What follows belongs to an exercise in optimizing a design on an open flow for small area, a short achievable clock period and few clock cycles; a production flow would make more cautious choices. The RTL was checked by simulation tests, not by an equivalence proof against the original design. Power and IR drop assume default switching activity.

<file path="flow/config.mk">
export PLATFORM = sky130hd
export DESIGN_NAME = square_multiply_modexp_trace
export DESIGN_NICKNAME = square_multiply_modexp_trace
export VERILOG_FILES = /design/flow/design.v
export SDC_FILE = /design/flow/constraint.sdc
export NUM_CORES = 4
export LEC_CHECK = 0
export CAP_MARGIN = 20
export CORE_MARGIN = 2
export CORE_UTILIZATION = 45
export CTS_BUF_LIST = sky130_fd_sc_hd__clkbuf_8
export CTS_CLUSTER_SIZE = 8
export PLACE_DENSITY = 0.7
export SETUP_SLACK_MARGIN = 5
export SLEW_MARGIN = 20
</file>
<file path="flow/constraint.sdc">
create_clock -name core_clock -period 11.0 [get_ports {i_clk}]
set_input_delay 2.2000 -clock core_clock [delete_from_list [all_inputs] [get_ports {i_clk}]]
set_output_delay 2.2000 -clock core_clock [all_outputs]
set_load 0.01 [all_outputs]
</file>
<file path="flow/design.v">
package smme_pkg;
    localparam int unsigned FIELD_W = 32;
    localparam int unsigned ROW_W   = 5;
    typedef struct packed {
        logic [FIELD_W-1:0] base;
        logic [FIELD_W-1:0] expo;
        logic [FIELD_W-1:0] modulus;
        logic [5:0]         top;
        logic               empty;
    } t_job;
endpackage
module smme_step #(
    parameter int ARCH = 2
) (
    input  logic [33:0] i_a,
    input  logic [31:0] i_d,
    input  logic [31:0] i_m,
    output logic [31:0] o_r
);
    logic [34:0] w_s;
    logic [33:0] w_m3;
    logic [35:0] w_d1, w_d2, w_d3, w_d4;
    logic        w_c0, w_c1, w_c2, w_c3, w_c4, w_c5;
    smme_add #(35, ARCH) u_s (
        .i_a({1'b0, i_a}), .i_b({3'b000, i_d}), .i_c(1'b0),
        .o_s(w_s), .o_co(w_c0));
    smme_add #(34, ARCH) u_m3 (
        .i_a({2'b00, i_m}), .i_b({1'b0, i_m, 1'b0}), .i_c(1'b0),
        .o_s(w_m3), .o_co(w_c5));
    smme_add #(36, ARCH) u_d1 (
        .i_a({1'b0, w_s}), .i_b(~{4'b0000, i_m}), .i_c(1'b1),
        .o_s(w_d1), .o_co(w_c1));
    smme_add #(36, ARCH) u_d2 (
        .i_a({1'b0, w_s}), .i_b(~{3'b000, i_m, 1'b0}), .i_c(1'b1),
        .o_s(w_d2), .o_co(w_c2));
    smme_add #(36, ARCH) u_d3 (
        .i_a({1'b0, w_s}), .i_b(~{2'b00, w_m3}), .i_c(1'b1),
        .o_s(w_d3), .o_co(w_c3));
    smme_add #(36, ARCH) u_d4 (
        .i_a({1'b0, w_s}), .i_b(~{2'b00, i_m, 2'b00}), .i_c(1'b1),
        .o_s(w_d4), .o_co(w_c4));
    assign o_r = !w_d4[35] ? w_d4[31:0] :
                 !w_d3[35] ? w_d3[31:0] :
                 !w_d2[35] ? w_d2[31:0] :
                 !w_d1[35] ? w_d1[31:0] : w_s[31:0];
endmodule
module smme_add #(
    parameter int W = 32,
    parameter int ARCH = 1
) (
    input  logic [W-1:0] i_a,
    input  logic [W-1:0] i_b,
    input  logic         i_c,
    output logic [W-1:0] o_s,
    output logic         o_co
);
    logic [W-1:0] p, g, G, P;
    always_comb begin
        p = i_a ^ i_b;
        g = i_a & i_b;
        g[0] = g[0] | (p[0] & i_c);
        G = g;
        P = p;
        if (ARCH == 0) begin
            for (int i = 1; i < W; i++) begin
                G[i] = G[i] | (P[i] & G[i-1]);
                P[i] = P[i] & P[i-1];
            end
        end else if (ARCH == 1) begin
            for (int l = 0; (1 << l) < W; l++)
                for (int i = (2 << l) - 1; i < W; i += (2 << l)) begin
                    G[i] = G[i] | (P[i] & G[i - (1 << l)]);
                    P[i] = P[i] & P[i - (1 << l)];
                end
            for (int l = 6; l >= 0; l--)
                for (int i = 3 * (1 << l) - 1; i < W; i += (2 << l)) begin
                    G[i] = G[i] | (P[i] & G[i - (1 << l)]);
                    P[i] = P[i] & P[i - (1 << l)];
                end
        end else if (ARCH == 2) begin
            for (int l = 0; (1 << l) < W; l++)
                for (int i = 0; i < W; i++)
                    if ((i >> l) & 1) begin
                        G[i] = G[i] | (P[i] & G[((i >> l) << l) - 1]);
                        P[i] = P[i] & P[((i >> l) << l) - 1];
                    end
        end else begin
            for (int l = 0; (1 << l) < W; l++)
                for (int i = W - 1; i >= (1 << l); i--) begin
                    G[i] = G[i] | (P[i] & G[i - (1 << l)]);
                    P[i] = P[i] & P[i - (1 << l)];
                end
        end
        o_s[0] = p[0] ^ i_c;
        for (int i = 1; i < W; i++) o_s[i] = p[i] ^ G[i-1];
        o_co = G[W-1];
    end
endmodule
module square_multiply_modexp_trace #(
    parameter int unsigned EXP_WIDTH = 32,
    parameter int unsigned MOD_WIDTH = 32
) (
    input  logic         i_clk,
    input  logic         i_rst_n,
    input  logic         s_axis_tvalid,
    output logic         s_axis_tready,
    input  logic [95:0]  s_axis_tdata,
    output logic         m_axis_tvalid,
    input  logic         m_axis_tready,
    output logic [71:0]  m_axis_tdata,
    output logic         m_axis_tuser,
    output logic         m_axis_tlast
);
    logic q_idle, q_red, q_sqr, q_mul;
    logic [31:0] r_m;      
    logic [32:0] r_e;      
    logic        r_ez;     
    logic [31:0] r_b;      
    logic [31:0] r_acc;    
    logic [31:0] r_sq;     
    logic [31:0] r_p2;     
    logic [31:0] r_p3;     
    logic [3:0]  r_cnt;    
    logic        r_pre2;   
    logic        r_pre3;   
    logic [4:0]  r_row;
    logic        r_valid, r_bit, r_last, r_user;
    logic        r_as4, r_aa4, r_aa2, r_as2;
    logic        r_da, r_ds, r_d2, r_d3;
    logic [1:0]  r_rd;
    logic [33:0] w_a;
    logic [31:0] w_d, w_res;
    assign w_a = ({34{r_as4}} & {r_sq, 2'b00}) | ({34{r_aa4}} & {r_acc, 2'b00})
               | ({34{r_aa2}} & {1'b0, r_acc, 1'b0}) | ({34{r_as2}} & {1'b0, r_sq, 1'b0});
    assign w_d = ({32{r_da}} & r_acc) | ({32{r_ds}} & r_sq)
               | ({32{r_d2}} & r_p2) | ({32{r_d3}} & r_p3) | {30'd0, r_rd};
    smme_step u_step (.i_a(w_a), .i_d(w_d), .i_m(r_m), .o_r(w_res));
    logic [31:0] w_src;
    logic [3:0]  w_lead, w_next;
    logic [1:0]  w_dn;
    logic        w_pre, w_last;
    assign w_src = q_sqr ? r_acc : r_b;            
    assign w_pre = r_pre2 | r_pre3;
    always_comb begin
        w_lead = 4'd0;
        for (int k = 1; k < 16; k++)
            if (w_src[2*k +: 2] != 2'b00) w_lead = 4'(k);
    end
    assign w_last = !w_pre && r_cnt == 4'd0;
    assign w_next = r_pre3 ? w_lead : r_cnt - 4'd1;
    assign w_dn   = w_src[2*w_next +: 2];
    logic w_op, w_hold, w_run, w_end, w_empty, w_tomul, w_emit, w_done, w_gosq, w_skip;
    logic w_ebit, w_elast;
    assign w_ebit  = r_e[32];                      
    assign w_elast = (r_e[31:0] == 32'h8000_0000);   
    assign w_op    = q_red | q_sqr | q_mul;
    assign w_hold  = r_valid && !m_axis_tready;    
    assign w_run   = w_op && !w_hold && !(q_red && w_last && !w_ebit && !r_ez);
    assign w_end   = w_run && w_last;
    assign w_empty = q_red && r_ez;                
    assign w_tomul = q_sqr && w_ebit;
    assign w_emit  = w_end && !w_tomul;            
    assign w_done  = w_emit && (w_empty || w_elast);   
    assign w_gosq  = w_emit && !w_done;
    assign w_skip  = q_red && !w_ebit && !r_ez;
    always_ff @(posedge i_clk) begin
        if (q_idle) begin
            r_m   <= s_axis_tdata[95:64];
            r_e   <= {s_axis_tdata[63:32], 1'b1};
            r_ez  <= (s_axis_tdata[63:32] == 32'd0);
            r_b   <= s_axis_tdata[31:0];
            r_cnt <= 4'd15;
            r_pre2 <= 1'b0;
            r_pre3 <= 1'b0;
            {r_as4, r_aa4, r_aa2, r_as2} <= 4'b0000;
            {r_da, r_ds, r_d2, r_d3} <= 4'b0000;
            r_rd <= (s_axis_tdata[63:32] != 32'd0) ? s_axis_tdata[31:30] : 2'b00;
        end else begin
            if (w_skip || w_gosq) r_e <= {r_e[31:0], 1'b0};
            if (q_sqr && r_pre2 && r_row == 5'd0) r_b <= r_acc;
            if (w_run) begin
                r_pre2 <= w_end;
                r_pre3 <= r_pre2;
                r_cnt  <= w_next;
                r_rd   <= 2'b00;
                if (w_end) begin
                    {r_as4, r_aa4} <= 2'b00;
                    r_aa2 <= w_gosq;
                    r_as2 <= w_tomul;
                    {r_da, r_ds, r_d2, r_d3} <= 4'b0000;
                end else if (r_pre2) begin
                    {r_da, r_ds} <= {q_sqr, q_mul};
                    {r_d2, r_d3} <= 2'b00;
                end else begin
                    r_as4 <= q_sqr && !r_pre3;
                    r_aa4 <= !q_sqr && !r_pre3;
                    {r_aa2, r_as2} <= 2'b00;
                    r_da <= q_sqr && w_dn == 2'd1;
                    r_ds <= q_mul && w_dn == 2'd1;
                    r_d2 <= !q_red && w_dn == 2'd2;
                    r_d3 <= !q_red && w_dn == 2'd3;
                    r_rd <= (q_red && !r_ez) ? w_dn : 2'b00;
                end
            end
        end
        if (w_run) begin
            if (r_pre2) begin
                r_p2 <= w_res;
            end else if (r_pre3) begin
                r_p3 <= w_res;
            end else if (q_sqr) begin
                r_sq <= w_res;
                if (w_end) r_acc <= w_res;
            end else begin
                r_acc <= w_res;
            end
        end
        if (w_emit) begin
            r_bit  <= !w_empty && (q_red || q_mul);
            r_row  <= q_red ? 5'd0 : r_row + 5'd1;
            r_last <= w_done;
            r_user <= w_empty;
        end
        if (!i_rst_n) begin
            q_idle  <= 1'b1;
            q_red   <= 1'b0;
            q_sqr   <= 1'b0;
            q_mul   <= 1'b0;
            r_valid <= 1'b0;
        end else begin
            r_valid <= w_emit || w_hold;
            if (q_idle && s_axis_tvalid) begin
                q_idle <= 1'b0;
                q_red  <= 1'b1;
            end
            if (w_end) begin
                q_red  <= 1'b0;
                q_sqr  <= w_gosq;
                q_mul  <= w_tomul;
                q_idle <= w_done;
            end
        end
    end
    assign s_axis_tready = q_idle;
    assign m_axis_tvalid = r_valid;
    assign m_axis_tdata  = {2'b00, r_row, r_acc,
                            (r_row == 5'd0) ? {31'd0, !r_user} : r_sq, r_bit};
    assign m_axis_tuser  = r_user;
    assign m_axis_tlast  = r_last;
endmodule
</file>
<file path="flow/flow/run.sh">
#!/bin/bash
# Layout flow: the standard layout (standard.sh, ORFS from synthesis to
# finish, unchanged synthesis), except that every input and output port gets
# a sky130_fd_sc_hd__buf_1 as its port buffer instead of the default cell that
# buffer_ports picks. The full output goes to standard.log in the work folder;
# ORFS keeps each step's own log under orfs/logs.
set -euo pipefail
bash standard.sh "BUFFER_PORTS_ARGS=-buffer_cell sky130_fd_sc_hd__buf_1" finish > standard.log 2>&1
</file>
<file path="flow/standard.sh">
#!/bin/bash
# synth_recipe.tcl (not shown) runs the flow's synth.tcl, then flattens the netlist and writes it again
# the make line also repeats each setting of config.mk as NAME=value (left out here)
make -C /OpenROAD-flow-scripts/flow DESIGN_CONFIG=/design/flow/config.mk WORK_HOME=/design/flow/orfs CLKGATE_MAP_FILE= SYNTH_SCRIPT=/design/flow/synth_recipe.tcl "${@:-finish}"
</file>
==> results of run 1 <==
[per-layer routing]
metal	routed length, um	up-vias	part of all wire [%]	global-route usage (%)
met5	0	-	0	0
met3	6060	170	8.8	3.59
met4	2510	0	3.7	9.79
met2	31100	983	45	42.9
li1	-	8452	-	-
met1	28900	8963	42	38.4
[how the worst max path moves through the flow]
stage,from,endpoint
after floorplan,r_ds,r_acc[17]
after global placement,r_d2,r_sq[29]
after detailed placement,r_ds,r_sq[29]
after CTS,r_sq[1],r_acc[5]
after global routing,r_sq[1],r_p2[5]
final,r_sq[1],r_acc[5]
[power breakdown]
| group | leakage (nW) | switching, mW | internal [mW] | total, mW |
|---|---|---|---|---|
| Combinational | 7.33 | 0.722 | 0.502 | 1.22 |
| Clock | 0.560 | 0.445 | 0.544 | 0.989 |
| Sequential | 2.44 | 0.0752 | 1.18 | 1.26 |
| Total | 10.3 | 1.24 | 2.23 | 3.47 |
[worst reg2reg max path: stages, from the launching register on]
cell,delay [ns]
edfxtp_1,0.44
a222oi_1,0.40
nand2_1,0.16
ha_4,0.20
a211oi_2,0.20
o21a_1,0.18
o211ai_1,0.17
and2_4,0.21
and3_4,0.18
nor2_4,0.12
inv_2,0.05
fa_2,0.38
xor2_4,0.26
ha_4,0.25
a21o_1,0.17
a21o_1,0.16
a21o_1,0.20
a2111oi_4,0.39
a21oi_2,0.08
a31o_4,0.23
a21o_4,0.22
a311o_2,0.41
buf_12,0.16
nor3_4,0.23
buf_6,0.17
o2bb2ai_2,0.13
a311oi_2,0.07
[metrics by stage]
| stage | util, % | hold WS [ns] |
|---|---|---|
| after global routing | 55.1 | 0.538 |
| after detailed placement | 48.2 | 0.478 |
| after CTS | 52.1 | 0.489 |
| after floorplan | - | 0.453 |
| final | 55.1 | 0.491 |
| after global placement | 48.2 | 0.470 |
[flip-flops by register name, indices dropped and copies added, names as in the netlist, 2 cells and up]
register and flops:
r_cnt 4, r_b 32, r_sq 32, r_p2 32
r_e 33, r_row 5, r_p3 32, r_m 32
r_acc 32, r_rd 2
[kinds of logic after synthesis]
logic type,after synthesis
AOI/OAI and AO/OA,634
xor gates and xnor gates,142
adders and majority gates,221
buffers and inverters,179
DFF,255
muxes,67
other,1
and+or+nand+nor,602
[what timing repair did]
item	in CTS	in global routing
gates resized for setup	98	157
pin swaps	21	60
setup endpoints to repair	128	128
setup buffers	33	54
gates cloned	3	7
[synthesized netlist by cell type, drive strengths merged, types with 8 or more instances]
master,count
fa,25
o21ai,104
o211ai,12
or2,8
mux2,31
nand2b,23
nand2,208
nor3,47
ha,196
nor3b,9
a22oi,129
xor2,56
nand3,37
and4,8
buf,26
nor2,114
edfxtp,235
inv,91
a31oi,9
a21oi,140
and2,15
nor4,23
or3,11
and3,22
xnor2,86
o31ai,12
a211oi,19
o22ai,18
a21o,72
o21bai,16
clkbuf,62
nor2b,51
nand4,15
o21a,20
dfxtp,20
mux2i,31
[final cells by class]
class                      count  area [um^2]
sequential                   255         7470
clock buffer                  53          729
tap                          600          751
multi-input combinational   1671        13400
fill                        3933        20200
timing repair buffer         291         1820
inverter                      91          345
clock inverter                35          285
[layout by cell type (no fill, tap or decap), types with 50 or more instances in the layout]
cell type and instances:
buf_4 86, edfxtp_1 235, ha_1 184, clkbuf_8 55
xnor2_1 77, a22oi_1 119, o21ai_0 81, inv_1 98
a21o_1 71, nand2_1 202, nor2b_1 50, buf_1 173
nor2_1 108, a21oi_1 106
==> flow_summary.json, run 1 <==
{
  "status": "timing/DRC/antenna clean",
  "tns_ns": 0,
  "whs_path_depth": 2,
  "synth-compound-area-share_pct": 21.2,
  "path_buf_inv": 3,
  "grt_max_degree": 93,
  "drv_slew": 0,
  "timing.final.ws_setup_ns": 4.90,
  "yosys_most_used_dff": "edfxtp_1",
  "wl_per_cell_um": 22.9,
  "cpPeakStageDelay_ns": 0.44,
  "dpl_cell_area_mm2": 0.0217,
  "reg2reg_slack_ns": 4.90,
  "remaining_drc_errors": 0,
  "grt_util_all_layers_pct": 27.2,
  "coreArea_mm2": 0.0451,
  "critical-path-top-delay-family": "compound AO/OA/AOI/OAI gates",
  "antenna_found_initial": 0,
  "area_growth_pct": 21.5,
  "cts_made_buffers": 48,
  "cp.arrival_ns": 6.45,
  "grt_pass1_wl_mm": 99.8,
  "crit_path_frequent_cell": "a21o_1",
  "numPortBuffers": 173,
  "post_route_cells_drive_above_1_share_pct": 17.6,
  "fmax_ghz": 0.164,
  "cellLeakagePower_nw": 10.3,
  "synth_edf_count": 235,
  "fin_area_mm2": 0.0248,
  "layout.cells.non_filler": 2996,
  "rows": 78,
  "yosysTopAreaCellShare_pct": 34.5,
  "initial_core_util_pct": 45.4,
  "clk_path_buf_depth": 3,
  "die-area_mm2": 0.0472,
  "clk_pin_slew_worst_paths_ns": 0.06,
  "via_per_inst": 6.20,
  "vias": 18600,
  "wirelength_mm": 68.6,
  "hold_viol_final": 0,
  "drv_cap": 0,
  "critical_path.slowest_cell": "edfxtp_1",
  "yosys-top-cells-area": "edfxtp_1 (34%), ha_1 (12%), a22oi_1 (4.7%), nand2_1 (3.8%), xnor2_1 (3.7%)",
  "grt_pass1_vias": 17300,
  "power_mw": 3.47,
  "cts.sinks": 255,
  "cts-htree-levels": 2,
  "tightest_slew_ns": 0.995,
  "synth_xor_area_share_pct": 6.08,
  "cp.depth": 26,
  "finalSetupViolations": 0,
  "cts_root_buf": "clkbuf_8",
  "avgSynthCellArea_um2": 9.74,
  "cp.required_ns": 11.35,
  "synthAdderAreaFrac_pct": 14.4,
  "ys_async_sr_fraction_pct": 0,
  "antenna_cells": 0,
  "rr_startpoint": "r_sq[1]",
  "place.gp.congestion": 0.925,
  "ctsHoldBuffers": 0,
  "die_w_um": 217,
  "rsz0062_at_grt": "yes",
  "critPathKind": "reg -> reg",
  "dpl.hpwl_mm": 47.6,
  "fp.dieH_um": 217,
  "dpl.cell_count": 2811,
  "hp-class": "reg -> reg",
  "drtAntennaViolNets": 0,
  "ys_ff_latch": 255,
  "nNetsFinal": 2679,
  "cp_max_fo": 7,
  "cts_tree": "yes",
  "synth-simple-area-share_pct": 14.5,
  "clock_latency_ns": 0.66,
  "yosysUniqueCellTypes": 92,
  "clock_skew_ns": 0.0242,
  "synth_top_family_by_area": "compound AO/OA/AOI/OAI gates",
  "synth_top_area_cell": "edfxtp_1",
  "synthesis.instances": 2101,
  "worstHoldStart": "r_e[0]",
  "r2r-end": "r_acc[5]",
  "rr_worst_depth": 26,
  "yosysWarnings": 4,
  "powerDensity_mw_per_mm2": 140,
  "yosysSeqAreaShare_pct": 36.5,
  "min_to": "r_e[0]",
  "dr.pass1.iters": 6,
  "synthMuxAreaShare_pct": 3.77,
  "grt.overflow.total": 0,
  "peakVddDrop_mv": 0.0990,
  "drt_iter0_markers": 2388,
  "dp_slack_ns": 3.71,
  "min_period_ns": 6.10,
  "ios": 176,
  "critPathCaptureType": "register",
  "slew_headroom_pct": 33.2,
  "cp-start-kind": "register",
  "mappedNetlistArea_mm2": 0.0205,
  "fin_crit_sh_pct": 55.4
}
Testbench counts, summed over its fixed seeds: cycles 61,419.
==> run 2: changes to the inputs <==
--- a/flow/config.mk
+++ b/flow/config.mk
@@ -8,8 +8,8 @@
 export CAP_MARGIN = 20
 export CORE_MARGIN = 2
-export CORE_UTILIZATION = 45
+export CORE_UTILIZATION = 40
 export CTS_BUF_LIST = sky130_fd_sc_hd__clkbuf_8
 export CTS_CLUSTER_SIZE = 8
-export PLACE_DENSITY = 0.7
+export PLACE_DENSITY = 0.6
 export SETUP_SLACK_MARGIN = 5
 export SLEW_MARGIN = 20
==> run 2 against run 1 <==
  * Clock skew rose by 0.011 ns
  * Register-to-register slack barely moved
  * Non-clock buffer count rose by 4
  * Via count fell by 0.35%
  * Highest routed layer unchanged
  * Hold slack improved by 0.0045 ns
  * Synthesized cell count did not move
  * Critical path depth did not move
==> flow_summary.json, run 2 <==
{
  "synth_top_family_by_area": "compound AO/OA/AOI/OAI gates",
  "wirelength_mm": 71.3,
  "ys_ff_latch": 255,
  "finalSetupViolations": 0,
  "drv_slew": 0,
  "avgSynthCellArea_um2": 9.74,
  "critPathKind": "reg -> reg",
  "dpl.hpwl_mm": 49.5,
  "cp_max_fo": 8,
  "synthTopCellsByCount": "edfxtp_1 (235), nand2_1 (208), ha_1 (196)",
  "grt_util_all_layers_pct": 25.3,
  "yosysTopAreaCellShare_pct": 34.5,
  "antenna_cells": 0,
  "tightest_slew_ns": 0.995,
  "die_w_um": 230,
  "coreArea_mm2": 0.0503,
  "post_route_cells_drive_above_1_share_pct": 17.4,
  "synth_top_area_cell": "edfxtp_1",
  "synth_xor_area_share_pct": 6.08,
  "remaining_drc_errors": 0,
  "clock_skew_ns": 0.0351,
  "initial_core_util_pct": 40.7,
  "cellLeakagePower_nw": 10.4,
  "antenna_found_initial": 0,
  "clock_latency_ns": 0.66,
  "yosys_most_used_dff": "edfxtp_1",
  "synthMuxAreaShare_pct": 3.77,
  "fp.dieH_um": 230,
  "ios": 176,
  "grt.overflow.total": 0,
  "peakVddDrop_mv": 0.0803,
  "synth.most_common_cell": "edfxtp_1",
  "drt_iter0_markers": 1809,
  "grt_max_degree": 80,
  "die-area_mm2": 0.0530,
  "grt_pass1_vias": 17600,
  "dr.pass1.iters": 7,
  "hold_viol_final": 0,
  "tns_ns": 0,
  "hp-class": "reg -> reg",
  "cp.arrival_ns": 6.45,
  "synthAdderAreaFrac_pct": 14.4,
  "area_growth_pct": 22.7,
  "yosysWarnings": 4,
  "place.gp.congestion": 0.908,
  "cp.required_ns": 11.37,
  "yosysSeqAreaShare_pct": 36.5,
  "layout_common_cells": "edfxtp_1 (235), nand2_1 (203), ha_1 (182), buf_1 (173), a22oi_1 (123)",
  "yosysUniqueCellTypes": 92,
  "final_common_cell": "edfxtp_1",
  "hold_slack_ns": 0.495,
  "critPathCaptureType": "register",
  "synth-simple-area-share_pct": 14.5,
  "mappedNetlistArea_mm2": 0.0205,
  "fmax_ghz": 0.164,
  "drtAntennaViolNets": 0,
  "vias": 18500,
  "fill_cells": 4594,
  "fin_crit_sh_pct": 55.3,
  "nNetsFinal": 2684,
  "rsz0062_at_grt": "yes",
  "largest_register_ffs": 33,
  "cp-start-kind": "register",
  "slew_headroom_pct": 33.7,
  "cts_tree": "yes",
  "clk_path_buf_depth": 3,
  "wl_per_cell_um": 23.2,
  "drv_cap": 0,
  "status": "timing/DRC/antenna clean",
  "cts.sinks": 255,
  "cts-htree-levels": 2,
  "ys_async_sr_fraction_pct": 0,
  "rows": 82,
  "synthesis.instances": 2101,
  "cts_made_buffers": 49,
  "yosys-top-cells-area": "edfxtp_1 (34%), ha_1 (12%), a22oi_1 (4.7%), nand2_1 (3.8%), xnor2_1 (3.7%)",
  "min_period_ns": 6.08,
  "regMostFlops": "r_e",
  "numPortBuffers": 173,
  "via_per_inst": 6.02,
  "powerDensity_mw_per_mm2": 138,
  "synth_edf_count": 235,
  "synth-compound-area-share_pct": 21.2,
  "clk_pin_slew_worst_paths_ns": 0.06,
  "cts_root_buf": "clkbuf_8",
  "grt_pass1_wl_mm": 104
}
[run 2: repair_timing]
| item | in CTS | in global routing |
|---|---|---|
| pin swaps | 31 | 60 |
| setup buffers | 38 | 47 |
| gates resized for setup | 116 | 162 |
| cloned | 6 | 9 |
| setup endpoints to repair | 128 | 128 |
| hold buffers | 0 | 0 |
[run 2: path summary, 6_finish.rpt]
path | from | depth (start not counted) | slack [ns] | to
hold / removal | r_e[0] | 2 | 0.50 | r_e[0]
setup reg to reg | r_ds | 26 | 4.92 | r_p3[24]
hold reg to reg | r_e[0] | 2 | 0.50 | r_e[0]
setup / recovery | r_ds | 26 | 4.92 | r_p3[24]
[run 2: logic make-up (layout without fill, tap and decap cells)]
kind of cell,count (synthesis),after routing
other,1,2
AND/OR/NAND/NOR,602,604
AO/OA/AOI/OAI,634,635
flip-flops,255,255
adder cells (fa/ha/maj),221,221
buffers and inverters,179,477
multiplexers,67,67
XOR/XNOR,142,142
[run 2: power breakdown]
group	leakage (nW)	switching, mW	internal [mW]
Combinational	7.43	0.736	0.527
Clock	0.557	0.454	0.483
Sequential	2.43	0.0793	1.18
[run 2: layout make-up]
type,instances,area [um^2],share of cell area (%)
flip-flops and latches,255,7470,29.7
well taps,672,841,3.35
repair buffers,295,2030,8.10
clock inverters,40,248,0.987
inverters,91,345,1.38
clock buffers,51,702,2.80
multi-input cells,1671,13500,53.7
[run 2: metrics by stage]
step                      cells  area, um^2  setup slack (ns)  power, mW  utilization (%)
after floorplan            2102       20500              5.06       1.94                -
after global placement     2884       21800              3.55       2.24             43.4
after detailed placement   2884       21800              3.43       2.26             43.4
after CTS                  3019       23800              4.97       3.30             47.3
after global routing       3075       25100              4.76       3.62             49.9
final                      3075       25100              4.92       3.46             49.9
[run 2: worst max-delay path, stage by stage (launching register included)]
cell       delay (ns)
dfxtp_4          0.37
buf_12           0.14
a222oi_1         0.35
nand2_1          0.10
ha_2             0.19
a211oi_2         0.23
o21a_1           0.19
o211ai_1         0.20
and2_4           0.24
and3_4           0.18
nor2_4           0.08
inv_2            0.05
fa_2             0.37
xor2_4           0.22
ha_4             0.24
a21o_1           0.18
a21o_1           0.16
a21o_1           0.20
a2111oi_4        0.29
a21oi_1          0.07
a31o_2           0.24
a21o_4           0.23
a311oi_4         0.37
buf_6            0.23
nand3_4          0.23
buf_6            0.20
o221a_4          0.25
[run 2: layer usage]
layer / wire length (um) / GRT usage (%) / up-vias
li1: - / - / 8481
met1: 30700 / 35.0 / 8957
met3: 5580 / 3.79 / 172
met5: 0 / 0 / -
met4: 2610 / 8.47 / 0
met2: 32500 / 40.5 / 893
==> run 3: changes to the inputs <==
--- a/flow/config.mk
+++ b/flow/config.mk
@@ -8,8 +8,7 @@
 export CAP_MARGIN = 20
 export CORE_MARGIN = 2
-export CORE_UTILIZATION = 40
+export CORE_UTILIZATION = 50
 export CTS_BUF_LIST = sky130_fd_sc_hd__clkbuf_8
-export CTS_CLUSTER_SIZE = 8
-export PLACE_DENSITY = 0.6
+export PLACE_DENSITY = 0.75
 export SETUP_SLACK_MARGIN = 5
 export SLEW_MARGIN = 20
==> run 3 against run 2 <==
  * Clock-buffer cell count is 1 higher
  * Non-clock buffer count down 14
  * Combinational power down 4%
  * Clock power is 5.9% higher
  * First-iteration DRC count is 14% higher
  * Sequential cell count did not move
  * Power is essentially flat
  * Cell count decreased by 5.2%
  * Clock skew increased by 0.0068 ns
  * Highest routed layer unchanged
  * Via count up 0.69%
  * Setup slack worse by 0.11 ns
  * Routed wire length fell by 6.9%
==> flow_summary.json, run 3 <==
{
  "status": "timing/DRC/antenna clean",
  "slew_headroom_pct": 31.5,
  "rr_startpoint": "r_d2",
  "peakVddDrop_mv": 0.0847,
  "grt_util_all_layers_pct": 29.3,
  "hp-class": "reg -> reg",
  "die_w_um": 206,
  "tns_ns": 0,
  "clock_skew_ns": 0.0419,
  "final_common_cell": "edfxtp_1",
  "drv_cap": 0,
  "fin_area_mm2": 0.0244,
  "fmax_ghz": 0.161,
  "seq_area_mm2": 0.00748,
  "cts.sinks": 255,
  "met3_usage_pct": 4.98,
  "post_route_cells_drive_above_1_share_pct": 16.1,
  "yosys-top-cells-area": "edfxtp_1 (34%), ha_1 (12%), a22oi_1 (4.7%), nand2_1 (3.8%), xnor2_1 (3.7%)",
  "yosysUniqueCellTypes": 92,
  "clk_path_buf_depth": 3,
  "dr.pass1.iters": 6,
  "fp.dieH_um": 206,
  "numPortBuffers": 173,
  "cts_tree": "yes",
  "cp.arrival_ns": 6.60,
  "busiest_layer": "met2",
  "remaining_drc_errors": 0,
  "critPathKind": "reg -> reg",
  "postLayoutCoreUtil_pct": 60.1,
  "rows": 74,
  "cts-htree-levels": 2,
  "min_period_ns": 6.20,
  "hold_viol_final": 0,
  "fin_crit_sh_pct": 56.3,
  "crit_start": "r_d2",
  "synthesis.instances": 2101,
  "initial_core_util_pct": 50.3,
  "grt.overflow.total": 0,
  "dpl_cell_area_mm2": 0.0216,
  "tightest_slew_ns": 1.03,
  "ys_async_sr_fraction_pct": 0,
  "cp_max_fo": 8,
  "grt_pass1_wl_mm": 96.5,
  "critPathCaptureType": "register",
  "yosys_most_used_dff": "edfxtp_1",
  "fill_cells": 3356,
  "multiInputGateArea_mm2": 0.0132,
  "antenna_found_initial": 0,
  "vias": 18600,
  "layout_common_cells": "edfxtp_1 (235), nand2_1 (203), ha_1 (191), buf_1 (173), a22oi_1 (126)",
  "ys_ff_latch": 255,
  "grt_max_degree": 93,
  "drt_iter0_markers": 2055,
  "yosysWarnings": 4,
  "drtAntennaViolNets": 0,
  "critical_path.slowest_cell": "a311o_2",
  "grt_pass1_vias": 17200,
  "finalSetupViolations": 0,
  "cp.required_ns": 11.40,
  "synthTopCellsByCount": "edfxtp_1 (235), nand2_1 (208), ha_1 (196)",
  "worstHoldStart": "r_e[0]",
  "grt_use_met2_pct": 45.8,
  "dpl.hpwl_mm": 46.2,
  "mappedNetlistArea_mm2": 0.0205,
  "wirelength_mm": 66.4,
  "coreArea_mm2": 0.0406,
  "via_per_inst": 6.39,
  "yosysTopAreaCellShare_pct": 34.5,
  "synth_edf_count": 235,
  "drv_slew": 0,
  "use_met1_pct": 40.3,
  "clock_latency_ns": 0.68,
  "yosysSeqAreaShare_pct": 36.5,
  "rsz0062_at_grt": "yes",
  "antenna_cells": 0,
  "ios": 176,
  "nNetsFinal": 2667,
  "powerDensity_mw_per_mm2": 142,
  "ctsHoldBuffers": 0,
  "area_growth_pct": 19.3,
  "cts_made_buffers": 46,
  "place.gp.congestion": 0.998,
  "regMostFlops": "r_e",
  "cp-start-kind": "register",
  "clk_pin_slew_worst_paths_ns": 0.06,
  "die-area_mm2": 0.0426,
  "synth_top_area_cell": "edfxtp_1",
  "wl_per_cell_um": 22.8,
  "largest_register_ffs": 33,
  "avgSynthCellArea_um2": 9.74,
  "cellLeakagePower_nw": 10.2,
  "synth.most_common_cell": "edfxtp_1",
  "cpPeakStageDelay_ns": 0.46,
  "cts_root_buf": "clkbuf_8"
}
==> run 3: power breakdown <==
group	leakage, nW	switching, mW	total, mW	internal (mW)
Combinational	7.25	0.713	1.21	0.501
Clock	0.542	0.455	0.992	0.537
Sequential	2.44	0.0767	1.26	1.18
==> run 3: layout make-up <==
| cell class | instances | share of cell area [%] |
|---|---|---|
| multi-input cells | 1671 | 54.0 |
| well taps | 532 | 2.73 |
| inverters | 91 | 1.41 |
| repair buffers | 281 | 7.07 |
| flip-flops and latches | 255 | 30.6 |
| clock inverters | 34 | 1.16 |
| clock buffers | 52 | 2.93 |
==> run 3: kinds of logic after synthesis <==
logic type | Yosys count | share of synthesized area, %
and+or+nand+nor | 602 | 14.5
adders and majority gates | 221 | 14.4
other | 1 | 0.0183
AOI/OAI and AO/OA | 634 | 21.2
muxes | 67 | 3.77
xor gates and xnor gates | 142 | 6.08
DFF | 255 | 36.5
buffers and inverters | 179 | 3.52
==> run 3: timing repair <==
item | in CTS | in global routing
cloned | 4 | 6
pin swaps | 17 | 58
gates resized for setup | 83 | 138
buffers inserted | 28 | 51
setup endpoints to repair | 128 | 128
==> run 3: metrics by stage <==
step / setup WS [ns] / instances / total power [mW] / hold slack (ns)
after global placement: 3.59 / 2741 / 2.22 / 0.470
final: 4.80 / 2916 / 3.46 / 0.480
after detailed placement: 3.39 / 2741 / 2.24 / 0.470
after global routing: 4.62 / 2916 / 3.59 / 0.510
after CTS: 5.00 / 2859 / 3.29 / 0.481
after floorplan: 5.06 / 2102 / 1.94 / 0.453
==> run 3: critical path: cells and delay by family, from the launching register on <==
kind            cells  cell delay [ns]
compound gates     14             2.96
simple gates        6             0.84
buf+inv             5             0.76
fa+ha+maj           2             0.63
xor+xnor            1             0.37
flops               1             0.36
==> run 3: worst paths after layout <==
path / cells after the start / endpoint / slack, ns
setup / recovery: 28 / r_p3[29] / 4.80
hold / removal: 2 / r_e[0] / 0.48
setup reg to reg: 28 / r_p3[29] / 4.80
hold reg to reg: 2 / r_e[0] / 0.48
==> run 3: routing by layer <==
metal	vias to the layer above	wire, um
met3	218	6240
met5	-	0
met1	8946	27400
li1	8435	-
met2	1032	29900
met4	0	2960
==> run 4: changes to the inputs <==
--- a/flow/config.mk
+++ b/flow/config.mk
@@ -10,4 +10,5 @@
 export CORE_UTILIZATION = 50
 export CTS_BUF_LIST = sky130_fd_sc_hd__clkbuf_8
+export CTS_CLUSTER_SIZE = 8
 export PLACE_DENSITY = 0.75
 export SETUP_SLACK_MARGIN = 5
==> run 4 against run 3 <==
  * Global-route usage up 0.30 points
  * First-iteration DRC count down 5.1%
  * Clock-buffer cell count unchanged
  * Sequential power about the same
  * Sequential share of layout area about the same
  * Design area about the same
  * Register-to-register slack better by 0.11 ns
  * Power down 1.0%
  * Sequential cell count unchanged
  * Combinational power about the same
  * Critical path type unchanged
  * Critical endpoint is now r_p3[3]
  * Largest cell class unchanged
==> flow_summary.json, run 4 <==
{
  "grt_max_degree": 93,
  "synth.most_common_cell": "edfxtp_1",
  "area_growth_pct": 19.2,
  "tns_ns": 0,
  "post_route_cells_drive_above_1_share_pct": 15.8,
  "clk_path_buf_depth": 3,
  "synthesis.instances": 2101,
  "p_switching_mw": 1.24,
  "ys_async_sr_fraction_pct": 0,
  "tightest_slew_ns": 0.989,
  "fmax_ghz": 0.164,
  "fp.dieH_um": 206,
  "drv_cap": 0,
  "nNetsFinal": 2661,
  "layout_common_cells": "edfxtp_1 (235), nand2_1 (203), ha_1 (189), buf_1 (173), a22oi_1 (125)",
  "yosysTopAreaCellShare_pct": 34.5,
  "die-area_mm2": 0.0426,
  "place.gp.congestion": 0.998,
  "crit_path_frequent_cell": "a21o_1",
  "synth_edf_count": 235,
  "dpl.hpwl_mm": 46.2,
  "cpPeakStageDelay_ns": 0.57,
  "clk_pin_slew_worst_paths_ns": 0.06,
  "min_period_ns": 6.08,
  "rows": 74,
  "yosysSeqAreaShare_pct": 36.5,
  "fin_crit_sh_pct": 55.3,
  "cp_max_fo": 8,
  "seq_power_share_pct": 36.7,
  "comb_power_share_pct": 35.7,
  "via_per_inst": 6.37,
  "dr.pass1.iters": 7,
  "yosys_most_used_dff": "edfxtp_1",
  "p_int_mw": 2.19,
  "critPathCaptureType": "register",
  "numPortBuffers": 173,
  "mappedNetlistArea_mm2": 0.0205,
  "powerDensity_mw_per_mm2": 141,
  "coreArea_mm2": 0.0406,
  "wirelength_mm": 66.2,
  "cts-htree-levels": 2,
  "finalSetupViolations": 0,
  "drt_iter0_markers": 1951,
  "swShare_pct": 36.0,
  "critical_path.slowest_cell": "a311o_2",
  "postLayoutCoreUtil_pct": 60.0,
  "wl_per_cell_um": 22.8,
  "grt_util_all_layers_pct": 29.6,
  "cp-start-kind": "register",
  "cts.sinks": 255,
  "largest_register_ffs": 33,
  "vias": 18500,
  "timing.final.ws_setup_ns": 4.92,
  "synth_top_area_cell": "edfxtp_1",
  "ys_ff_latch": 255,
  "synthTopCellsByCount": "edfxtp_1 (235), nand2_1 (208), ha_1 (196)",
  "dp_slack_ns": 3.39,
  "yosys-top-cells-area": "edfxtp_1 (34%), ha_1 (12%), a22oi_1 (4.7%), nand2_1 (3.8%), xnor2_1 (3.7%)",
  "regMostFlops": "r_e",
  "cts_tree": "yes",
  "antenna_cells": 0,
  "status": "timing/DRC/antenna clean",
  "drv_slew": 0,
  "critPathKind": "reg -> reg",
  "hp-class": "reg -> reg",
  "ios": 176,
  "grt.overflow.total": 0,
  "yosysUniqueCellTypes": 92,
  "die_w_um": 206,
  "yosysWarnings": 4,
  "peakVddDrop_mv": 0.0749,
  "clock_latency_ns": 0.66,
  "slew_headroom_pct": 34.1,
  "grt_pass1_wl_mm": 97.3,
  "hold_viol_final": 0,
  "p_clk_share_pct": 27.6,
  "grt_pass1_vias": 17200,
  "final_common_cell": "edfxtp_1",
  "avgSynthCellArea_um2": 9.74,
  "initial_core_util_pct": 50.3,
  "cp.required_ns": 11.42,
  "cellLeakagePower_nw": 10.2,
  "ctsHoldBuffers": 0,
  "cts_made_buffers": 46,
  "cts_root_buf": "clkbuf_8",
  "remaining_drc_errors": 0,
  "antenna_found_initial": 0,
  "clock_skew_ns": 0.0465,
  "rsz0062_at_grt": "yes",
  "drtAntennaViolNets": 0,
  "cp.arrival_ns": 6.50,
  "hold_slack_ns": 0.480
}
-- run 4: path summary, 6_finish.rpt --
path / slack, ns / cells after the start / to / start
setup / recovery: 4.92 / 28 / r_p3[3] / r_d2
hold / removal: 0.48 / 2 / r_e[0] / r_e[0]
setup reg to reg: 4.92 / 28 / r_p3[3] / r_d2
hold reg to reg: 0.48 / 2 / r_e[0] / r_e[0]
-- run 4: timing repair --
item                                    in CTS  in global routing
buffers inserted                            28                 46
endpoints found under the hold margin        0                  0
cloned                                       6                  3
gates resized for setup                     87                148
pin swaps                                   19                 56
endpoints found under the setup margin     128                128
-- run 4: cells by family after synthesis --
kind of cell    Yosys count  share of synthesized area (%)
flops                   255                           36.5
fa+ha+maj               221                           14.4
xor+xnor                142                           6.08
other cells               1                         0.0183
mux                      67                           3.77
buf+inv                 179                           3.52
compound gates          634                           21.2
simple gates            602                           14.5
-- run 4: cell type report --
class / instances / area (um^2)
fill: 3355 / 16300
multi-input combinational: 1671 / 13300
sequential: 255 / 7480
timing repair buffer: 275 / 1670
clock buffer: 52 / 716
tap: 532 / 666
inverter: 91 / 345
clock inverter: 32 / 231
-- run 4: power by group through the flow --
stage          clock (mW)  combinational (mW)  sequential, mW
6_report            0.945                1.22            1.26
5_1_grt             0.995                1.30            1.26
4_1_cts             0.957                1.03            1.26
3_5_place_dp            0               0.959            1.28
3_3_place_gp            0               0.938            1.28
2_1_floorplan           0               0.687            1.25
-- run 4: worst max-delay path: cells and delay by family, from the launching register on --
kind | cells | cell delay (ns)
flip-flops | 1 | 0.36
AND/OR/NAND/NOR | 4 | 0.49
AO/OA/AOI/OAI | 15 | 3.11
XOR/XNOR | 1 | 0.23
adder cells (fa/ha/maj) | 3 | 0.93
buffers and inverters | 5 | 0.73
-- run 4: stage by stage --
stage / cell area, um^2 / total power [mW] / instances
after CTS: 23300 / 3.25 / 2859
final: 24400 / 3.43 / 2908
after detailed placement: 21600 / 2.24 / 2741
after global placement: 21600 / 2.22 / 2741
after floorplan: 20500 / 1.94 / 2102
after global routing: 24400 / 3.56 / 2908
-- run 4: metal layers --
| metal | vias up | share of wire [%] | wire (um) | track usage [%] |
|---|---|---|---|---|
| li1 | 8422 | - | - | - |
| met1 | 8901 | 42 | 27600 | 40.8 |
| met2 | 1022 | 45 | 29800 | 47.3 |
| met3 | 185 | 9.1 | 6040 | 4.42 |
| met4 | 0 | 4.2 | 2780 | 10.7 |
| met5 | - | 0 | 0 | 0 |
==> run 5: changes to the inputs <==
--- a/flow/config.mk
+++ b/flow/config.mk
@@ -8,8 +8,6 @@
 export CAP_MARGIN = 20
 export CORE_MARGIN = 2
-export CORE_UTILIZATION = 50
-export CTS_BUF_LIST = sky130_fd_sc_hd__clkbuf_8
-export CTS_CLUSTER_SIZE = 8
-export PLACE_DENSITY = 0.75
+export CORE_UTILIZATION = 45
+export PLACE_DENSITY = 0.7
 export SETUP_SLACK_MARGIN = 5
 export SLEW_MARGIN = 20
==> run 5 against run 4 <==
  * Still clean
  * Global-route usage is 2.7 points lower
  * Via count shrank 0.62%
  * Sequential share of layout area shrank 0.46 points
  * Non-clock buffer count up 12
  * Fmax is 1.7% lower
  * Critical endpoint is now r_p2[31]
  * Highest routed layer unchanged
==> flow_summary.json, run 5 <==
{
  "crit_path_frequent_cell": "a21o_1",
  "cpPeakStageDelay_ns": 0.52,
  "drtAntennaViolNets": 0,
  "wirelength_mm": 68.1,
  "synth.most_common_cell": "edfxtp_1",
  "wl_per_cell_um": 23.0,
  "reg2reg_slack_ns": 4.81,
  "yosysTopAreaCellShare_pct": 34.5,
  "crit_start": "r_d2",
  "min_to": "r_e[0]",
  "dpl.hpwl_mm": 47.6,
  "yosysUniqueCellTypes": 92,
  "cp.required_ns": 11.33,
  "post_route_cells_drive_above_1_share_pct": 16.6,
  "vias": 18400,
  "place.gp.congestion": 0.925,
  "synthesis.instances": 2101,
  "clk_pin_slew_worst_paths_ns": 0.07,
  "nNetsFinal": 2659,
  "ios": 176,
  "cts.sinks": 255,
  "final_common_cell": "edfxtp_1",
  "r2r-end": "r_p2[31]",
  "initial_core_util_pct": 45.4,
  "cts_tree": "yes",
  "yosysSeqAreaShare_pct": 36.5,
  "hold_viol_final": 0,
  "clock_skew_ns": 0.0313,
  "avgSynthCellArea_um2": 9.74,
  "min_period_ns": 6.19,
  "fp.dieH_um": 217,
  "critPathKind": "reg -> reg",
  "grt.overflow.total": 0,
  "rr_startpoint": "r_d2",
  "clk_path_buf_depth": 3,
  "status": "timing/DRC/antenna clean",
  "cts_root_buf": "clkbuf_16",
  "layout_common_cells": "edfxtp_1 (235), nand2_1 (205), ha_1 (188), buf_1 (173), a22oi_1 (122)",
  "power_mw": 3.50,
  "remaining_drc_errors": 0,
  "whs_path_depth": 2,
  "synth_edf_count": 235,
  "largest_register_ffs": 33,
  "critical_path.slowest_cell": "a311o_2",
  "synthTopCellsByCount": "edfxtp_1 (235), nand2_1 (208), ha_1 (196)",
  "antenna_cells": 0,
  "yosys_most_used_dff": "edfxtp_1",
  "cp-start-kind": "register",
  "synth_top_area_cell": "edfxtp_1",
  "die-area_mm2": 0.0472,
  "cts-htree-levels": 1,
  "coreArea_mm2": 0.0451,
  "cellLeakagePower_nw": 10.2,
  "hp-class": "reg -> reg",
  "cts_made_buffers": 30,
  "grt_pass1_vias": 17100,
  "yosys-top-cells-area": "edfxtp_1 (34%), ha_1 (12%), a22oi_1 (4.7%), nand2_1 (3.8%), xnor2_1 (3.7%)",
  "cp.arrival_ns": 6.52,
  "fin_crit_sh_pct": 56.3,
  "ys_ff_latch": 255,
  "via_per_inst": 6.22,
  "cp_max_fo": 7,
  "drv_cap": 0,
  "antenna_found_initial": 0,
  "ys_async_sr_fraction_pct": 0,
  "fmax_ghz": 0.162,
  "numPortBuffers": 173,
  "slew_headroom_pct": 13.3,
  "drv_slew": 0,
  "grt_max_degree": 93,
  "ctsHoldBuffers": 0,
  "worstHoldStart": "r_e[0]",
  "grt_pass1_wl_mm": 99.0,
  "tns_ns": 0,
  "powerDensity_mw_per_mm2": 141,
  "die_w_um": 217,
  "peakVddDrop_mv": 0.127,
  "drt_iter0_markers": 2407,
  "rsz0062_at_grt": "yes",
  "mappedNetlistArea_mm2": 0.0205,
  "critPathCaptureType": "register",
  "grt_util_all_layers_pct": 26.8,
  "area_growth_pct": 20.9,
  "finalSetupViolations": 0,
  "rows": 78,
  "dr.pass1.iters": 6,
  "clock_latency_ns": 0.60,
  "regMostFlops": "r_e",
  "rr_worst_depth": 28,
  "tightest_slew_ns": 1.29,
  "yosysWarnings": 4
}
run 5: worst max-delay path: cells and delay by family, from the launching register on:
kind	cells	cell delay, ns
compound gates	12	2.52
fa+ha+maj	3	0.96
buf+inv	6	0.89
simple gates	6	0.89
xor+xnor	1	0.26
flops	1	0.37
run 5: layout make-up:
cell class                 instances  area (um^2)
timing repair buffer             287         1820
inverter                          91          345
tap                              600          751
multi-input combinational       1673        13300
clock inverter                    26          273
sequential                       255         7470
fill                            3968        20300
clock buffer                      30          751
run 5: cell families (layout without fill, tap and decap cells):
family	count (synthesis)	count (layout)	share of synthesized area, %
compound gates	634	637	21.2
xor+xnor	142	142	6.08
fa+ha+maj	221	221	14.4
buf+inv	179	434	3.52
flops	255	255	36.5
mux	67	67	3.77
other cells	1	2	0.0183
simple gates	602	604	14.5
run 5: power by group:
| group | switching [mW] | leakage [nW] | internal (mW) |
|---|---|---|---|
| Combinational | 0.722 | 7.33 | 0.504 |
| Sequential | 0.0756 | 2.44 | 1.18 |
| Clock | 0.453 | 0.471 | 0.562 |
run 5: timing repair:
action,4_1_cts,5_1_grt
pin swaps,23,61
gates resized for setup,101,136
gates cloned,7,8
setup endpoints to repair,128,128
setup buffers,31,49
run 5: worst max-delay path by stage:
stage,endpoint,depth (start not counted)
after floorplan,r_acc[17],27
after global placement,r_sq[29],25
after detailed placement,r_sq[29],25
after CTS,r_p3[11],26
after global routing,r_p3[31],28
final,r_p2[31],28
run 5: per-layer routing:
| metal | vias up | global-route usage (%) | routed length, um |
|---|---|---|---|
| met5 | - | 0 | 0 |
| met4 | 0 | 8.72 | 2860 |
| met3 | 183 | 3.63 | 6080 |
| met2 | 986 | 42.3 | 30700 |
| met1 | 8850 | 38.2 | 28500 |
| li1 | 8396 | - | - |
run 5: through the flow:
stage / std cells / hold slack [ns] / utilization, % / worst slack (ns) / cell area [um^2]
global route: 2962 / 0.539 / 54.9 / 4.69 / 24700
global placement: 2811 / 0.470 / 48.2 / 3.85 / 21700
detailed placement: 2811 / 0.478 / 48.2 / 3.71 / 21700
CTS: 2905 / 0.489 / 52.3 / 4.99 / 23600
floorplan: 2102 / 0.453 / - / 5.06 / 20500
finish: 2962 / 0.494 / 54.9 / 4.81 / 24700
==> run 6: changes to the inputs <==
--- a/flow/config.mk
+++ b/flow/config.mk
@@ -8,6 +8,6 @@
 export CAP_MARGIN = 20
 export CORE_MARGIN = 2
-export CORE_UTILIZATION = 45
-export PLACE_DENSITY = 0.7
+export CORE_UTILIZATION = 55
+export PLACE_DENSITY = 0.8
 export SETUP_SLACK_MARGIN = 5
 export SLEW_MARGIN = 20
==> run 6 against run 5 <==
  * Hold slack got worse by 0.011 ns
  * First-iteration DRC count decreased by 15%
  * Routed wire length increased by 0.33%
  * Design area decreased by 1.1%
  * Clock skew decreased by 0.0039 ns
  * Critical path type unchanged
  * Register-to-register slack got worse by 0.34 ns
  * Largest cell class unchanged
  * Power decreased by 1.8%
  * Largest power group unchanged
  * Die area decreased by 18%
  * Sequential power about the same
  * Critical endpoint is now r_sq[23]
  * Global-route usage increased by 4.7 points
==> flow_summary.json, run 6 <==
{
  "coreArea_mm2": 0.0366,
  "rows": 70,
  "min_to": "r_e[0]",
  "critical-path-top-delay-family": "compound AO/OA/AOI/OAI gates",
  "yosysUniqueCellTypes": 92,
  "rr_worst_depth": 26,
  "critPathCaptureType": "register",
  "reg2reg_slack_ns": 4.47,
  "rr_startpoint": "r_sq[1]",
  "r2r-end": "r_sq[23]",
  "antenna_found_initial": 0,
  "synth.most_common_cell": "edfxtp_1",
  "drt_iter0_markers": 2050,
  "drv_cap": 0,
  "yosysTopAreaCellShare_pct": 34.5,
  "ys_ff_latch": 255,
  "drtAntennaViolNets": 0,
  "grt_max_degree": 95,
  "mappedNetlistArea_mm2": 0.0205,
  "place.gp.congestion": 0.973,
  "yosys_most_used_dff": "edfxtp_1",
  "cp.arrival_ns": 6.93,
  "regMostFlops": "r_e",
  "power_mw": 3.44,
  "final_common_cell": "edfxtp_1",
  "vias": 19100,
  "grt_util_all_layers_pct": 31.6,
  "cpPeakStageDelay_ns": 0.47,
  "critPathKind": "reg -> reg",
  "clk_path_buf_depth": 3,
  "yosysSeqAreaShare_pct": 36.5,
  "synth_top_area_cell": "edfxtp_1",
  "remaining_drc_errors": 0,
  "cp_max_fo": 8,
  "whs_path_depth": 2,
  "die-area_mm2": 0.0388,
  "dr.pass1.iters": 8,
  "hold_viol_final": 0,
  "dp_slack_ns": 3.54,
  "cts_root_buf": "clkbuf_16",
  "largest_register_ffs": 33,
  "initial_core_util_pct": 55.9,
  "ys_async_sr_fraction_pct": 0,
  "fin_crit_sh_pct": 59.3,
  "path_buf_inv": 3,
  "cts.sinks": 255,
  "cts-htree-levels": 1,
  "min_period_ns": 6.53,
  "yosys-top-cells-area": "edfxtp_1 (34%), ha_1 (12%), a22oi_1 (4.7%), nand2_1 (3.8%), xnor2_1 (3.7%)",
  "tightest_slew_ns": 1.07,
  "grt_pass1_vias": 17300,
  "grt_pass1_wl_mm": 96.2,
  "nNetsFinal": 2671,
  "drv_slew": 0,
  "cp-start-kind": "register",
  "layout_common_cells": "edfxtp_1 (235), nand2_1 (205), ha_1 (189), buf_1 (173), a22oi_1 (123)",
  "cp.required_ns": 11.41,
  "synthesis.instances": 2101,
  "dpl.hpwl_mm": 44.8,
  "cellLeakagePower_nw": 10.2,
  "status": "timing/DRC/antenna clean",
  "wirelength_mm": 68.3,
  "via_per_inst": 6.72,
  "critical_path.slowest_cell": "edfxtp_1",
  "ios": 176,
  "fin_area_mm2": 0.0245,
  "tns_ns": 0,
  "wl_per_cell_um": 24.0,
  "rsz0062_at_grt": "yes",
  "numPortBuffers": 173,
  "worstHoldStart": "r_e[0]",
  "post_route_cells_drive_above_1_share_pct": 15.7,
  "powerDensity_mw_per_mm2": 140,
  "finalSetupViolations": 0,
  "synthTopCellsByCount": "edfxtp_1 (235), nand2_1 (208), ha_1 (196)",
  "clock_skew_ns": 0.0274,
  "clk_pin_slew_worst_paths_ns": 0.06,
  "grt.overflow.total": 0,
  "layout.cells.non_filler": 2841,
  "die_w_um": 197,
  "timing.final.ws_setup_ns": 4.47,
  "avgSynthCellArea_um2": 9.74,
  "yosysWarnings": 4,
  "slew_headroom_pct": 28.5,
  "antenna_cells": 0,
  "dpl_cell_area_mm2": 0.0215,
  "clock_latency_ns": 0.61,
  "cts_made_buffers": 29,
  "postLayoutCoreUtil_pct": 66.8,
  "fmax_ghz": 0.153,
  "hp-class": "reg -> reg",
  "hold_slack_ns": 0.482,
  "cts_tree": "yes",
  "dpl.cell_count": 2674,
  "ctsHoldBuffers": 0,
  "peakVddDrop_mv": 0.124,
  "fp.dieH_um": 197,
  "area_growth_pct": 19.6,
  "synth_edf_count": 235
}
-- run 6: final cells by class --
| type | instances | area (um^2) |
|---|---|---|
| clock buffer | 34 | 744 |
| clock inverter | 20 | 158 |
| fill | 2710 | 12100 |
| inverter | 91 | 345 |
| multi-input combinational | 1672 | 13300 |
| sequential | 255 | 7470 |
| tap | 468 | 586 |
| timing repair buffer | 301 | 1900 |
-- run 6: report_power, final --
part / internal [mW] / switching (mW) / total, mW
registers: 1.18 / 0.0734 / 1.25
logic: 0.506 / 0.741 / 1.25
clock network: 0.512 / 0.422 / 0.934
total: 2.20 / 1.24 / 3.44
-- run 6: timing repair --
action	in CTS	in global routing
gates cloned	4	7
setup buffers	32	70
pin swaps	12	55
setup endpoints to repair	128	128
gates resized for setup	76	149
-- run 6: worst max-delay path by stage --
stage	from	endpoint	cells past startpoint
CTS	r_sq[1]	r_p3[30]	24
finish	r_sq[1]	r_sq[23]	26
global route	r_sq[1]	r_p3[29]	26
floorplan	r_ds	r_acc[17]	27
detailed placement	r_as2	r_acc[29]	24
global placement	r_as2	r_p2[29]	24
-- run 6: routing by layer --
layer / part of all wire [%] / routed length (um) / global-route usage, % / vias to the layer above
li1: - / - / - / 8425
met1: 38 / 26200 / 44.0 / 8992
met2: 44 / 30000 / 51.0 / 1402
met3: 12 / 8370 / 4.38 / 280
met4: 5.4 / 3720 / 10.4 / 2
met5: 0.059 / 40 / 0.128 / -
-- run 6: kinds of logic after synthesis --
family	synth area share (%)
AOI/OAI and AO/OA	21.2
muxes	3.77
and+or+nand+nor	14.5
xor gates and xnor gates	6.08
other	0.0183
DFF	36.5
buffers and inverters	3.52
adders and majority gates	14.4
-- run 6: worst reg2reg max path, stage by stage, from the launching register on --
cell       delay [ns]
edfxtp_1         0.47
a222oi_1         0.44
nand2_1          0.17
ha_4             0.20
a211oi_4         0.23
o21a_1           0.16
o211ai_1         0.19
and2_4           0.23
and3_4           0.18
nor2_4           0.11
inv_2            0.05
fa_2             0.42
xor2_4           0.26
ha_4             0.25
a21o_1           0.25
a21o_1           0.21
a21o_1           0.19
a2111oi_2        0.35
a21oi_1          0.09
a31o_2           0.27
a21o_4           0.24
buf_4            0.16
a311o_2          0.46
buf_4            0.21
a21oi_1          0.18
a21oi_1          0.11
a21oi_2          0.27
==> run 7: changes to the inputs <==
--- a/flow/config.mk
+++ b/flow/config.mk
@@ -8,6 +8,6 @@
 export CAP_MARGIN = 20
 export CORE_MARGIN = 2
-export CORE_UTILIZATION = 55
-export PLACE_DENSITY = 0.8
+export CORE_UTILIZATION = 50
+export PLACE_DENSITY = 0.75
 export SETUP_SLACK_MARGIN = 5
 export SLEW_MARGIN = 20
==> run 7 against run 6 <==
  * Combinational power decreased by 6%
  * Register-to-register slack improved by 0.52 ns
  * Sequential cell count unchanged
  * Hold slack got worse by 0.0023 ns
  * Non-clock buffer count decreased by 24
  * Clock-buffer cell count decreased by 2
  * Routed wire length decreased by 4.2%
  * Setup slack improved by 0.52 ns
  * Die area increased by 9.8%
  * Power decreased by 0.24%
  * Sequential share of layout area increased by 0.26 points
  * Clock skew decreased by 0.0098 ns
  * Critical path type unchanged
==> flow_summary.json, run 7 <==
{
  "drt_iter0_markers": 2033,
  "rr_worst_depth": 26,
  "critical_path.slowest_cell": "a311o_2",
  "synth_top_family_by_area": "compound AO/OA/AOI/OAI gates",
  "yosysWarnings": 4,
  "synth_top_area_cell": "edfxtp_1",
  "critPathKind": "reg -> reg",
  "yosys-top-cells-area": "edfxtp_1 (34%), ha_1 (12%), a22oi_1 (4.7%), nand2_1 (3.8%), xnor2_1 (3.7%)",
  "layout.cells.non_filler": 2878,
  "ctsHoldBuffers": 0,
  "critPathCaptureType": "register",
  "yosysSeqAreaShare_pct": 36.5,
  "grt_pass1_vias": 17200,
  "p_switching_mw": 1.19,
  "rows": 74,
  "cp_max_fo": 7,
  "post_route_cells_drive_above_1_share_pct": 15.2,
  "synth.most_common_cell": "edfxtp_1",
  "wl_per_cell_um": 22.7,
  "ys_async_sr_fraction_pct": 0,
  "clock_skew_ns": 0.0176,
  "grt_util_all_layers_pct": 29.2,
  "peakVddDrop_mv": 0.130,
  "hp-class": "reg -> reg",
  "wirelength_mm": 65.5,
  "hold_viol_final": 0,
  "rsz0062_at_grt": "yes",
  "hold_slack_ns": 0.480,
  "rr_startpoint": "r_d2",
  "power_mw": 3.43,
  "dpl.cell_count": 2741,
  "synthTopCellsByCount": "edfxtp_1 (235), nand2_1 (208), ha_1 (196)",
  "p_int_mw": 2.23,
  "crit_start": "r_d2",
  "nNetsFinal": 2647,
  "route.met3.wl_mm": 6.29,
  "top_layer": "met4",
  "fill_cells": 3364,
  "avgSynthCellArea_um2": 9.74,
  "cp.arrival_ns": 6.31,
  "area_growth_pct": 18.7,
  "fin_crit_sh_pct": 54.6,
  "grt_max_degree": 93,
  "cp-start-kind": "register",
  "path_buf_inv": 3,
  "yosysTopAreaCellShare_pct": 34.5,
  "clk_pin_slew_worst_paths_ns": 0.06,
  "finalSetupViolations": 0,
  "synth-compound-area-share_pct": 21.2,
  "cts_made_buffers": 30,
  "cts.sinks": 255,
  "synth_xor_area_share_pct": 6.08,
  "remaining_drc_errors": 0,
  "place.gp.congestion": 0.998,
  "cts_tree": "yes",
  "ios": 176,
  "r2r-end": "r_sq[28]",
  "synth-simple-area-share_pct": 14.5,
  "drv_slew": 0,
  "ys_ff_latch": 255,
  "via_per_inst": 6.41,
  "numPortBuffers": 173,
  "critical-path-top-delay-family": "compound AO/OA/AOI/OAI gates",
  "dpl.hpwl_mm": 46.2,
  "antenna_found_initial": 0,
  "p_clk_share_pct": 29.1,
  "coreArea_mm2": 0.0406,
  "drtAntennaViolNets": 0,
  "comb_power_share_pct": 34.2,
  "grt.overflow.total": 0,
  "cellLeakagePower_nw": 10.1,
  "cp-endpoint": "r_sq[28]",
  "initial_core_util_pct": 50.3,
  "clock_latency_ns": 0.60,
  "min_period_ns": 6.01,
  "cp.required_ns": 11.30,
  "yosysUniqueCellTypes": 92,
  "seq_power_share_pct": 36.7,
  "mappedNetlistArea_mm2": 0.0205,
  "slew_headroom_pct": 34.1,
  "cp.depth": 26,
  "antenna_cells": 0,
  "drv_cap": 0,
  "met1Wirelength_mm": 26.7,
  "cts_root_buf": "clkbuf_16",
  "die_w_um": 206,
  "die-area_mm2": 0.0426,
  "synthesis.instances": 2101,
  "vias": 18500,
  "synthMuxAreaShare_pct": 3.77,
  "tns_ns": 0,
  "layout_common_cells": "edfxtp_1 (235), nand2_1 (203), ha_1 (185), buf_1 (173), a22oi_1 (126)",
  "crit_path_frequent_cell": "a21o_1",
  "dr.pass1.iters": 6,
  "powerDensity_mw_per_mm2": 141,
  "clk_path_buf_depth": 3,
  "synthAdderAreaFrac_pct": 14.4,
  "final_common_cell": "edfxtp_1",
  "fmax_ghz": 0.166,
  "fp.dieH_um": 206,
  "grt_pass1_wl_mm": 96.8,
  "tightest_slew_ns": 0.989,
  "swShare_pct": 34.8,
  "cpPeakStageDelay_ns": 0.54,
  "reg2reg_slack_ns": 4.99,
  "synth_edf_count": 235,
  "largest_register_ffs": 33,
  "yosys_most_used_dff": "edfxtp_1",
  "postLayoutCoreUtil_pct": 59.7,
  "status": "timing/DRC/antenna clean",
  "regMostFlops": "r_e",
  "cts-htree-levels": 1,
  "routed-wl-met2_mm": 29.4
}
-- run 7: worst register-to-register path: stages, from the launching register on --
cell and delay, ns:
dfxtp_4 0.36, buf_12 0.14, buf_4 0.14, a22oi_1 0.19, nand2_1 0.09, ha_1 0.36
a21oi_1 0.18, o21a_1 0.17, o21ai_1 0.17, and2_4 0.20, and3_4 0.17, nor2_4 0.10
inv_2 0.05, fa_2 0.38, xor2_4 0.27, ha_4 0.25, a21o_1 0.15, a21o_1 0.15
a21o_1 0.20, a2111oi_4 0.32, a21oi_2 0.05, a31o_2 0.26, a21o_4 0.25, a311o_2 0.54
nand3_4 0.19, nor2_1 0.07, a211o_1 0.33
-- run 7: worst min path at each step --
stage                     startpoint        to  slack [ns]  depth (start not counted)
final                         r_e[0]    r_e[0]        0.48                          2
after global routing          r_e[0]    r_e[0]        0.51                          2
after CTS                     r_e[0]    r_e[0]        0.48                          2
after detailed placement      r_e[0]    r_e[0]        0.47                          2
after global placement      r_cnt[1]  r_cnt[1]        0.47                          1
after floorplan               r_e[0]    r_e[0]        0.45                          2
-- run 7: final cells by class --
| class | instances | area, um^2 | area share (%) |
|---|---|---|---|
| Multi-Input combinational cell | 1671 | 13100 | 54.1 |
| Sequential cell | 255 | 7480 | 30.8 |
| Timing Repair Buffer | 277 | 1680 | 6.90 |
| Clock buffer | 32 | 758 | 3.12 |
| Tap cell | 532 | 666 | 2.74 |
| Inverter | 91 | 342 | 1.41 |
| Clock inverter | 20 | 218 | 0.896 |
-- run 7: metrics by stage --
| step | instance area (um^2) | worst slack, ns |
|---|---|---|
| finish | 24300 | 4.99 |
| global route | 24300 | 4.75 |
| CTS | 23400 | 5.01 |
| detailed placement | 21600 | 3.39 |
| global placement | 21600 | 3.59 |
| floorplan | 20500 | 5.06 |
-- run 7: metal layers --
metal / up-vias / track usage, %
li1: 8392 / -
met1: 8833 / 40.6
met2: 1038 / 46.3
met3: 195 / 4.29
met4: 0 / 10.8
met5: - / 0
-- run 7: power groups by stage --
stage                     clock network [mW]  logic (mW)  registers (mW)
after floorplan                            0       0.687            1.25
after global placement                     0       0.938            1.28
after detailed placement                   0       0.959            1.28
after CTS                               1.01        1.04            1.26
after global routing                    1.04        1.25            1.26
final                                  0.996        1.17            1.26
-- run 7: what timing repair did --
item,4_1_cts,5_1_grt
gates cloned,5,4
gates resized for setup,89,123
buffers inserted,38,38
pin swaps,19,54
endpoints found under the setup margin,128,128
-- run 7: cell families after synthesis --
family / Yosys count
buffers and inverters: 179
AND/OR/NAND/NOR: 602
adder cells (fa/ha/maj): 221
XOR/XNOR: 142
multiplexers: 67
AO/OA/AOI/OAI: 634
flip-flops: 255
other: 1

==> afterwards: timing with drivers on the ports <==
The results above use ideal ports. As a check the final layouts listed here were re-extracted and re-timed, cells and wires unchanged. Step 1 assumes that a clkbuf_16 drives the clock port and a buf_2 every other input. Step 2 times the ports against the registers' clock, not the clock port: input delays grow and output delays shrink by t, the midpoint of the rising clock arrivals with the driver on. a / b / c = no drivers / after step 1 / after step 2; a / b = the first two.
run | shift t [ns] | setup WS [ns] | hold WS [ns] | worst setup path at the end | slew at the worst register clock pin (ns)
run 1 | 0.704 | 4.902 / 4.902 / 4.902 | 0.491 / 0.491 / 0.491 | register to register | 0.07 / 0.07
run 2 | 0.700 | 4.916 / 4.916 / 4.916 | 0.495 / 0.495 / 0.495 | register to register | 0.08 / 0.08
run 3 | 0.716 | 4.804 / 4.804 / 4.804 | 0.480 / 0.480 / 0.480 | register to register | 0.08 / 0.08
run 4 | 0.689 | 4.917 / 4.917 / 4.917 | 0.480 / 0.480 / 0.480 | register to register | 0.08 / 0.08
run 5 | 0.651 | 4.812 / 4.812 / 4.812 | 0.494 / 0.494 / 0.494 | register to register | 0.07 / 0.07
run 6 | 0.649 | 4.475 / 4.475 / 4.475 | 0.482 / 0.482 / 0.482 | register to register | 0.07 / 0.07
run 7 | 0.649 | 4.990 / 4.990 / 4.990 | 0.480 / 0.480 / 0.480 | register to register | 0.07 / 0.07
After both steps every run listed still meets setup and hold.
